Source: an optimization exercise on an open RTL-to-GDS flow (aim: small area). Production flows keep margins and buffers that such runs may drop.
Only simulation tests tie the RTL to the original design; equivalence was not proved.
Power is estimated from default activity; no workload was simulated.

### design/flow/flow/area.abc
strash
dc2
dch
amap
strash
dch
amap
topo
### design/flow/config.mk
export PLATFORM = sky130hd
export DESIGN_NAME = mesh_top
export DESIGN_NICKNAME = mesh_top
export VERILOG_FILES = /design/flow/design.v
export SDC_FILE = /design/flow/constraint.sdc
export NUM_CORES = 4
export LEC_CHECK = 0
export CAP_MARGIN = 20
export CORE_MARGIN = 2
export CORE_UTILIZATION = 80
export CTS_CLUSTER_DIAMETER = 80
export CTS_CLUSTER_SIZE = 30
export PLACE_DENSITY = 0.88
export SLEW_MARGIN = 20
export SYNTH_HIERARCHICAL = 1
### design/flow/standard.sh
#!/bin/bash
# synth_recipe.tcl (not shown) runs the flow's synth.tcl, then flattens the netlist and writes it again
# the make line also repeats each setting of config.mk as NAME=value (left out here)
make -C /OpenROAD-flow-scripts/flow DESIGN_CONFIG=/design/flow/config.mk WORK_HOME=/design/flow/orfs CLKGATE_MAP_FILE= SYNTH_SCRIPT=/design/flow/synth_recipe.tcl "${@:-finish}"
### design/flow/design.v
package noc_pkg;
    localparam int flit_width    = 40;
    localparam int coord_width   = 2;                                
    localparam int payload_width = flit_width - 2 * coord_width;     
    typedef enum logic [2:0] {
        dir_local = 3'd0,
        dir_east  = 3'd1,
        dir_west  = 3'd2,
        dir_north = 3'd3,     
        dir_south = 3'd4
    } port_dir_e;
endpackage
`timescale 1ns/1ns
module log_read_mux #(
    parameter int rows  = 16,
    parameter int width = 44
) (
    input  logic [rows-1:0]            sel,
    input  logic [rows-1:0][width-1:0] row,
    output logic [width-1:0]           q
);
    localparam int groups = (rows + 2) / 3;
    logic [groups-1:0][width-1:0] part_n;
    for (genvar g = 0; g < groups; g++) begin : g_group
        if (3 * g + 2 < rows) begin : g_three
            log_aoi3 #(.width(width)) u_aoi (
                .s0(sel[3*g]),   .a0(row[3*g]),
                .s1(sel[3*g+1]), .a1(row[3*g+1]),
                .s2(sel[3*g+2]), .a2(row[3*g+2]),
                .y(part_n[g])
            );
        end else if (3 * g + 1 < rows) begin : g_two
            log_aoi3 #(.width(width)) u_aoi (
                .s0(sel[3*g]),   .a0(row[3*g]),
                .s1(sel[3*g+1]), .a1(row[3*g+1]),
                .s2(1'b0),       .a2('0),
                .y(part_n[g])
            );
        end else begin : g_one
            assign part_n[g] = ~({width{sel[3*g]}} & row[3*g]);
        end
    end
    always_comb begin
        q = '0;
        for (int g = 0; g < groups; g++) q = q | ~part_n[g];
    end
endmodule
module log_aoi3 #(
    parameter int width = 44
) (
    input  logic             s0,
    input  logic [width-1:0] a0,
    input  logic             s1,
    input  logic [width-1:0] a1,
    input  logic             s2,
    input  logic [width-1:0] a2,
    output logic [width-1:0] y
);
    assign y = ~(({width{s0}} & a0) | ({width{s1}} & a1) | ({width{s2}} & a2));
endmodule
module log_aoi21 (
    input  logic a,
    input  logic b,
    input  logic c,
    output logic y
);
    assign y = ~((a & b) | c);
endmodule
module log_aoi211 (
    input  logic a,
    input  logic b,
    input  logic c,
    input  logic d,
    output logic y
);
    assign y = ~((a & b) | c | d);
endmodule
module log_aoi311 (
    input  logic a,
    input  logic b,
    input  logic c,
    input  logic d,
    input  logic e,
    output logic y
);
    assign y = ~((a & b & c) | d | e);
endmodule
module log_checksum_next #(
    parameter int width = 36
) (
    input  logic             reset,
    input  logic             hit,
    input  logic [width-1:0] payload,
    input  logic [width-1:0] checksum,
    output logic [width-1:0] next
);
    logic [width-1:0] keep_n;
    for (genvar i = 0; i < width; i++) begin : g_bit
        log_aoi21 u_keep (
            .a(hit), .b(payload[i]), .c(checksum[i]), .y(keep_n[i])
        );
        log_aoi311 u_next (
            .a(checksum[i]), .b(payload[i]), .c(hit), .d(reset), .e(keep_n[i]), .y(next[i])
        );
    end
endmodule
module log_count_next #(
    parameter int width = 8
) (
    input  logic             reset,
    input  logic             hit,
    input  logic [width-1:0] count,
    output logic [width-1:0] next
);
    logic [width/2:0] carry2;    
    logic [width-1:0] keep_n;
    assign carry2[0] = hit;
    for (genvar k = 0; k < width / 2; k++) begin : g_pair
        assign keep_n[2*k] = ~(carry2[k] | count[2*k]);
        log_aoi211 u_even (
            .a(count[2*k]), .b(carry2[k]), .c(reset), .d(keep_n[2*k]), .y(next[2*k])
        );
        log_aoi21 u_odd_keep (
            .a(carry2[k]), .b(count[2*k]), .c(count[2*k+1]), .y(keep_n[2*k+1])
        );
        log_aoi311 u_odd (
            .a(count[2*k+1]), .b(carry2[k]), .c(count[2*k]), .d(reset), .e(keep_n[2*k+1]),
            .y(next[2*k+1])
        );
        assign carry2[k+1] = carry2[k] & count[2*k] & count[2*k+1];
    end
endmodule
`timescale 1ns/1ns
module mesh_top #(
    parameter int mesh_cols   = 4,
    parameter int mesh_rows   = 4,
    parameter int count_width = 8
) (
    input  logic                                   clk,
    input  logic                                   reset,
    input  logic                                   in_valid,
    input  logic [noc_pkg::coord_width-1:0]        in_dest_x,
    input  logic [noc_pkg::coord_width-1:0]        in_dest_y,
    input  logic [noc_pkg::payload_width-1:0]      in_payload,
    output logic [count_width-1:0]                 injected_count,
    input  logic                                   rd_req,
    input  logic [$clog2(mesh_cols*mesh_rows)-1:0] rd_node,
    output logic                                   rd_valid,
    output logic [count_width-1:0]                 rd_count,
    output logic [noc_pkg::payload_width-1:0]      rd_checksum
);
    localparam int payload_width = noc_pkg::payload_width;
    localparam int node_count    = 16;
    localparam int depth         = 8;
    logic [count_width-1:0] injected_count_d;
    log_count_next #(.width(count_width)) u_injected_count (
        .reset(reset), .hit(in_valid), .count(injected_count), .next(injected_count_d)
    );
    always_ff @(posedge clk) injected_count <= injected_count_d;
    logic [payload_width-1:0] pay [depth];
    always_ff @(posedge clk) begin
        pay[0] <= in_payload;
        for (int k = 1; k < depth; k++) pay[k] <= pay[k-1];
    end
    logic       v0, v1;           
    logic [1:0] x0, y0, x1, y1;
    logic [3:0] xy2, xy3, xy4, xy5;  
    logic       a6, b6;           
    logic       v7;               
    always_ff @(posedge clk) begin
        x0 <= in_dest_x;
        y0 <= in_dest_y;
        x1 <= x0;
        y1 <= y0;
        if (reset) begin
            v0  <= 1'b0;
            v1  <= 1'b0;
            xy2 <= '0;
            xy3 <= '0;
            xy4 <= '0;
            xy5 <= '0;
            a6  <= 1'b0;
            b6  <= 1'b0;
            v7  <= 1'b0;
        end else begin
            v0  <= in_valid;
            v1  <= v0;
            xy2 <= v1 ? {x1, y1} : 4'd0;     
            xy3 <= xy2;
            xy4 <= xy3;
            xy5 <= xy4;
            a6  <= xy5[3:2] == 2'd3 && xy5[1];
            b6  <= xy5[1:0] == 2'd3 && xy5[3];
            v7  <= a6 && b6;
        end
    end
    logic [node_count-1:0]    hit;
    logic [payload_width-1:0] hit_pay [node_count];
    always_comb begin
        for (int n = 0; n < node_count; n++) begin
            hit[n]     = 1'b0;
            hit_pay[n] = pay[1 + n % 4 + n / 4];
        end
        hit[0] = v1 && x1 == 2'd0 && y1 == 2'd0;
        for (int n = 1; n < node_count; n++) begin
            case (n % 4 + n / 4)
                1: hit[n] = xy2 == {2'(n % 4), 2'(n / 4)};
                2: hit[n] = xy3 == {2'(n % 4), 2'(n / 4)};
                3: hit[n] = xy4 == {2'(n % 4), 2'(n / 4)};
                4: hit[n] = xy5 == {2'(n % 4), 2'(n / 4)};
                default: ;
            endcase
        end
        hit[11] = a6 && !b6;    
        hit[14] = b6 && !a6;    
        hit[15] = v7;           
    end
    logic [count_width-1:0]   count_q    [node_count];
    logic [payload_width-1:0] checksum_q [node_count];
    logic [count_width-1:0]   count_d    [node_count];
    logic [payload_width-1:0] checksum_d [node_count];
    for (genvar n = 0; n < node_count; n++) begin : g_node
        log_count_next #(.width(count_width)) u_count (
            .reset(reset), .hit(hit[n]), .count(count_q[n]), .next(count_d[n])
        );
        log_checksum_next #(.width(payload_width)) u_checksum (
            .reset(reset), .hit(hit[n]), .payload(hit_pay[n]),
            .checksum(checksum_q[n]), .next(checksum_d[n])
        );
    end
    always_ff @(posedge clk) begin
        for (int n = 0; n < node_count; n++) begin
            count_q[n]    <= count_d[n];
            checksum_q[n] <= checksum_d[n];
        end
    end
    logic [node_count-1:0]                                rd_sel;
    logic [node_count-1:0][count_width+payload_width-1:0] rd_row;
    logic [count_width+payload_width-1:0]                 rd_data;
    always_comb begin
        for (int n = 0; n < node_count; n++) begin
            rd_sel[n] = rd_node == 4'(n);
            rd_row[n] = {count_q[n], checksum_q[n]};
        end
    end
    log_read_mux #(
        .rows(node_count), .width(count_width + payload_width)
    ) u_rd_mux (
        .sel(rd_sel), .row(rd_row), .q(rd_data)
    );
    always_ff @(posedge clk) begin
        rd_valid <= rd_req && !reset;
        {rd_count, rd_checksum} <= rd_data;
    end
endmodule
### design/flow/flow/run.sh
#!/bin/bash
# Own layout flow: the standard flow (standard.sh) with two changes.
#  1. Synthesis is the standard synthesis script (synth_recipe.tcl, which
#     sources ORFS's synth.tcl), except that Yosys's abc pass gets the
#     area-oriented script flow/area.abc in place of ORFS's abc_speed.script.
#     Everything else, including flip-flop mapping, flattening and renaming,
#     is unchanged, so the registers are the standard synthesis's.
#  2. Port buffers are sky130_fd_sc_hd__buf_1 instead of ORFS's default pick.
# Each tool's output goes to a log file in this folder (flow_*.log) and
# ORFS's own per-step logs stay under orfs/logs/.
set -euo pipefail
W=$(pwd)
F=$W/flow

# ORFS's synth.tcl with the abc script swapped, right after the preamble
# that defines abc_args
awk -v abc="$F/area.abc" '
  { print }
  /^source \$::env\(SCRIPTS_DIR\)\/synth_preamble.tcl/ {
    print "set abc_args [lreplace $abc_args 1 1 " abc "]"; n++
  }
  END { if (n != 1) exit 1 }
' "$FLOW_HOME/scripts/synth.tcl" > "$W/flow_orfs_synth.tcl"

# The standard flow's synthesis script, sourcing the patched copy
awk -v s="$W/flow_orfs_synth.tcl" '
  /^source \$::env\(SCRIPTS_DIR\)\/synth.tcl$/ { print "source " s; n++; next }
  { print }
  END { if (n != 1) exit 1 }
' "$W/synth_recipe.tcl" > "$W/flow_synth.tcl"

bash "$W/standard.sh" \
  "SYNTH_SCRIPT=$W/flow_synth.tcl" \
  "BUFFER_PORTS_ARGS=-buffer_cell sky130_fd_sc_hd__buf_1" \
  finish > "$W/flow_make.log" 2>&1
test -s "$W/out/final.def"
### design/flow/constraint.sdc
create_clock -name core_clock -period 5.0 [get_ports {clk}]
set_input_delay 1.0000 -clock core_clock [delete_from_list [all_inputs] [get_ports {clk}]]
set_output_delay 1.0000 -clock core_clock [all_outputs]
set_load 0.01 [all_outputs]
==> results.yml <==
yosys:
  ys_types: 14
  syn_nets: 3039
  synth_warnings: 18
  syn_area_um2: 34700
  synth_compound_area_share_pct: 34.0
  ys_ff_latch: 1074
  synth-adder-area-share_pct: 0
  synth_top_family_by_area: "compound AO/OA/AOI/OAI gates"
  netlist_instances: 2991
  yosysSeqAreaShare_pct: 62.0
  synth-xor-area-share_pct: 0
  synthMuxAreaShare_pct: 0
  synth_simple_gate_area_share_pct: 3.81
  synth_area_per_cell_um2: 11.6
clocking:
  htreeDepth: 2
  cts_buffer_depth: 3
  post-cts-setup-buffers: 0
  clk_latency_ns: 0.62
  cts_resized: 0
  root_buffer: "clkbuf_16"
  cts_sinks: 1074
  clk_pin_slew_worst_paths_ns: 0.11
  hold_buffers: 0
  cts_tree: "built"
  cts_buffers: 41
floorplanning:
  die_w_um: 212
  core_um2: 43000
  start_util_pct: 80.7
  chipHeight_um: 212
  rows: 76
  ios: 101
  die-area_um2: 45100
global_routing:
  grtUsageTotal_pct: 44.1
  antenna_found_initial: 1
  grt_start_max_net_pins: 155
  grt_pass1_wl_um: 157000
  grt_pass1_vias: 28900
  globalRouteOverflowTotal: 0
critical_path:
  worst_setup_path_start_kind: "register"
  cp_slowest_stage_delay_ns: 0.95
  crit_chain: "nand2_1 -> nor2_4 -> buf_4 -> a21oi_1 -> a311oi_1"
  end_kind: "register"
  r2r_slack_ns: 1.81
  reg2reg_from: "xy4[3]$_SDFF_PP0_"
  cp-endpoint: "checksum_q[6][11]$_DFF_P_"
  worstSetupStartpoint: "xy4[3]$_SDFF_PP0_"
  crit_fanout: 42
  path_class: "reg2reg"
  slowest_stage: "nor2_4"
  crit_arrival_ns: 3.67
  r2r-end: "checksum_q[6][11]$_DFF_P_"
  worstPathRequired_ns: 5.48
  reg2regPathDepth: 5
place:
  dp_cells: 3719
  gp_congestion: 0.849
  hpwl_um: 56500
  place_area_um2: 36500
  dp_slack_ns: 1.83
  io_buffers: 100
sta:
  worst_hold_slack_ns: 0.331
  tns_ns: 0
  max_freq_ghz: 0.314
  worst_pin_slew_ns: 1.26
  period_share_pct: 63.7
  setup_viol: 0
  slew-limit-headroom_pct: 15.5
  period_minus_slack_ns: 3.19
  setup_ws_ns: 1.81
  finalHoldViolCount: 0
  rsz0062_at_grt: "no"
  final_max_slew_viol_count: 0
  finClkSkew_ns: 0.0245
power:
  swShare_pct: 21.9
  intPower_mw: 10.3
  peakVddDrop_v: 0.000388
  combPwrFrac_pct: 2.3
  pwr-share-seq_pct: 67.3
  clock_power_share_pct: 30.4
  total_power_mw: 13.2
  powerDensity_nw_per_um2: 351
  p_leak_nw: 11.5
  p_sw_mw: 2.89
route:
  drt-initial-drc-count: 5259
  wl_um: 103000
  vias: 30800
  viasPerCell: 8.17
  wire_per_inst_um: 27.3
  drc: 0
  drtPass1Iterations: 9
  antenna_left: 0
layout:
  ff_latch_area_um2: 21500
  fin_cells: 3766
  mostFrequentLayoutCell: "dfxtp_1"
  multi_input_area_um2: 13400
  fillers: 2161
  layout_common_cells: "dfxtp_1 (1073), a21oi_1 (688), a311oi_1 (644)"
  drive_above_1_share_pct: 3.84
  final_util_pct: 87.4
  num-nets-final: 3226
  area_delta_synth_final_pct: 8.32
  final_area_um2: 37600
worst_hold_path:
  min_path_type: "reg2reg"
run_status:
  status: "finished clean"
flow_run:
  max_cap_violations: 0
## synthesized netlist by cell type
cell type / count / area share (%)
dfxtp_1: 1074 / 62
a21oi_1: 688 / 9.9
a311oi_1: 644 / 16
a222oi_1: 220 / 6.3
nor2_1: 99 / 1.1
a211oi_1: 68 / 1.5
nand2_1: 59 / 0.64
and3_1: 51 / 0.92
nand4_1: 44 / 0.79
clkinv_1: 21 / 0.23
nor2b_1: 8 / 0.14
nor3_1: 8 / 0.12
nor4_1: 6 / 0.11
or2_0: 1 / 0.018
## Yosys stat by module (local to each module, per instance), a selection
module	cells inside	copies in the design	flops+latches
mesh_top	1164	1	1074
log_aoi311	1	644	0
log_aoi211	1	68	0
log_aoi21	1	644	0
## power groups by stage
| stage | logic [mW] | registers, mW | clock network [mW] |
|---|---|---|---|
| final | 0.302 | 8.88 | 4.01 |
| after global routing | 0.306 | 8.91 | 4.29 |
| after CTS | 0.284 | 8.87 | 3.98 |
| after detailed placement | 0.283 | 9.07 | 0 |
| after global placement | 0.273 | 9.05 | 0 |
| after floorplan | 0.0866 | 9.01 | 0 |
## kinds of logic (layout without fill, tap and decap cells)
| logic type | count (synthesis) | count (layout) |
|---|---|---|
| compound gates | 1620 | 1620 |
| buf+inv | 21 | 210 |
| flops | 1074 | 1074 |
| other cells | 0 | 1 |
| simple gates | 276 | 276 |
## worst min path at each step
stage,start,end,cells after the start
after global placement,pay[0][29]$_DFF_P_,pay[1][29]$_DFF_P_,0
final,pay[0][25]$_DFF_P_,pay[1][25]$_DFF_P_,0
after CTS,pay[0][25]$_DFF_P_,pay[1][25]$_DFF_P_,0
after floorplan,pay[0][0]$_DFF_P_,pay[1][0]$_DFF_P_,0
after detailed placement,pay[0][19]$_DFF_P_,pay[1][19]$_DFF_P_,0
after global routing,pay[0][19]$_DFF_P_,pay[1][19]$_DFF_P_,0
## registers in the layout, summed over array words and instances, names as in the netlist
name,flops
xy5,4
rd_valid,1
xy3,4
count_q,128
v0,1
xy2,4
v1,1
checksum_q,576
y0,2
x0,2
v7,1
xy4,4
a6,1
injected_count,8
pay,288
y1,2
b6,1
rd_checksum,36
rd_count,8
x1,2
## metal layers
| metal | routed length, um | part of all wire (%) | track usage, % |
|---|---|---|---|
| met1 | 36100 | 35 | 56.4 |
| met5 | 0 | 0 | 0 |
| met4 | 7340 | 7.1 | 29.7 |
| met3 | 13300 | 13 | 8.24 |
| met2 | 46100 | 45 | 68.5 |
## cell type report
| type | count | share of cell area, % |
|---|---|---|
| Multi-Input combinational cell | 1896 | 35.6 |
| Timing Repair Buffer | 144 | 2.14 |
| Sequential cell | 1074 | 57.2 |
| Antenna cell | 1 | 0.00666 |
| Inverter | 21 | 0.210 |
| Tap cell | 585 | 1.95 |
| Clock inverter | 3 | 0.0699 |
| Clock buffer | 42 | 2.80 |
## critical path, delay by kind of cell, from the launching register on
family / cells / cell delay, ns
buf+inv: 1 / 0.69
simple gates: 2 / 1.14
flops: 1 / 0.49
compound gates: 2 / 0.70

-- static timing again, ports no longer ideal --
No port has a modelled driver above. Below, the same layout with a new extraction and two added sets of constraints. Step 1 assumes that a clkbuf_16 drives the clock port and a buf_2 every other input. Step 2, shift: input delay + t, output delay - t, t = (earliest + latest rising clock arrival at the registers) / 2. This alone moves slack from input paths to output paths. Three values: ideal ports, drivers, drivers and shift; two values: the first two.
t, ns: 0.673
setup WS [ns]: 1.814 / 1.814 / 1.580
hold slack, ns: 0.331 / 0.331 / 0.331
slew at the worst register clock pin (ns): 0.11 / 0.11
worst slew at a driven data input, ns: 0.06
After both steps this run still meets setup and hold. The setup slack of this run moves by 0.000 ns with the drivers and by -0.234 ns with both steps.
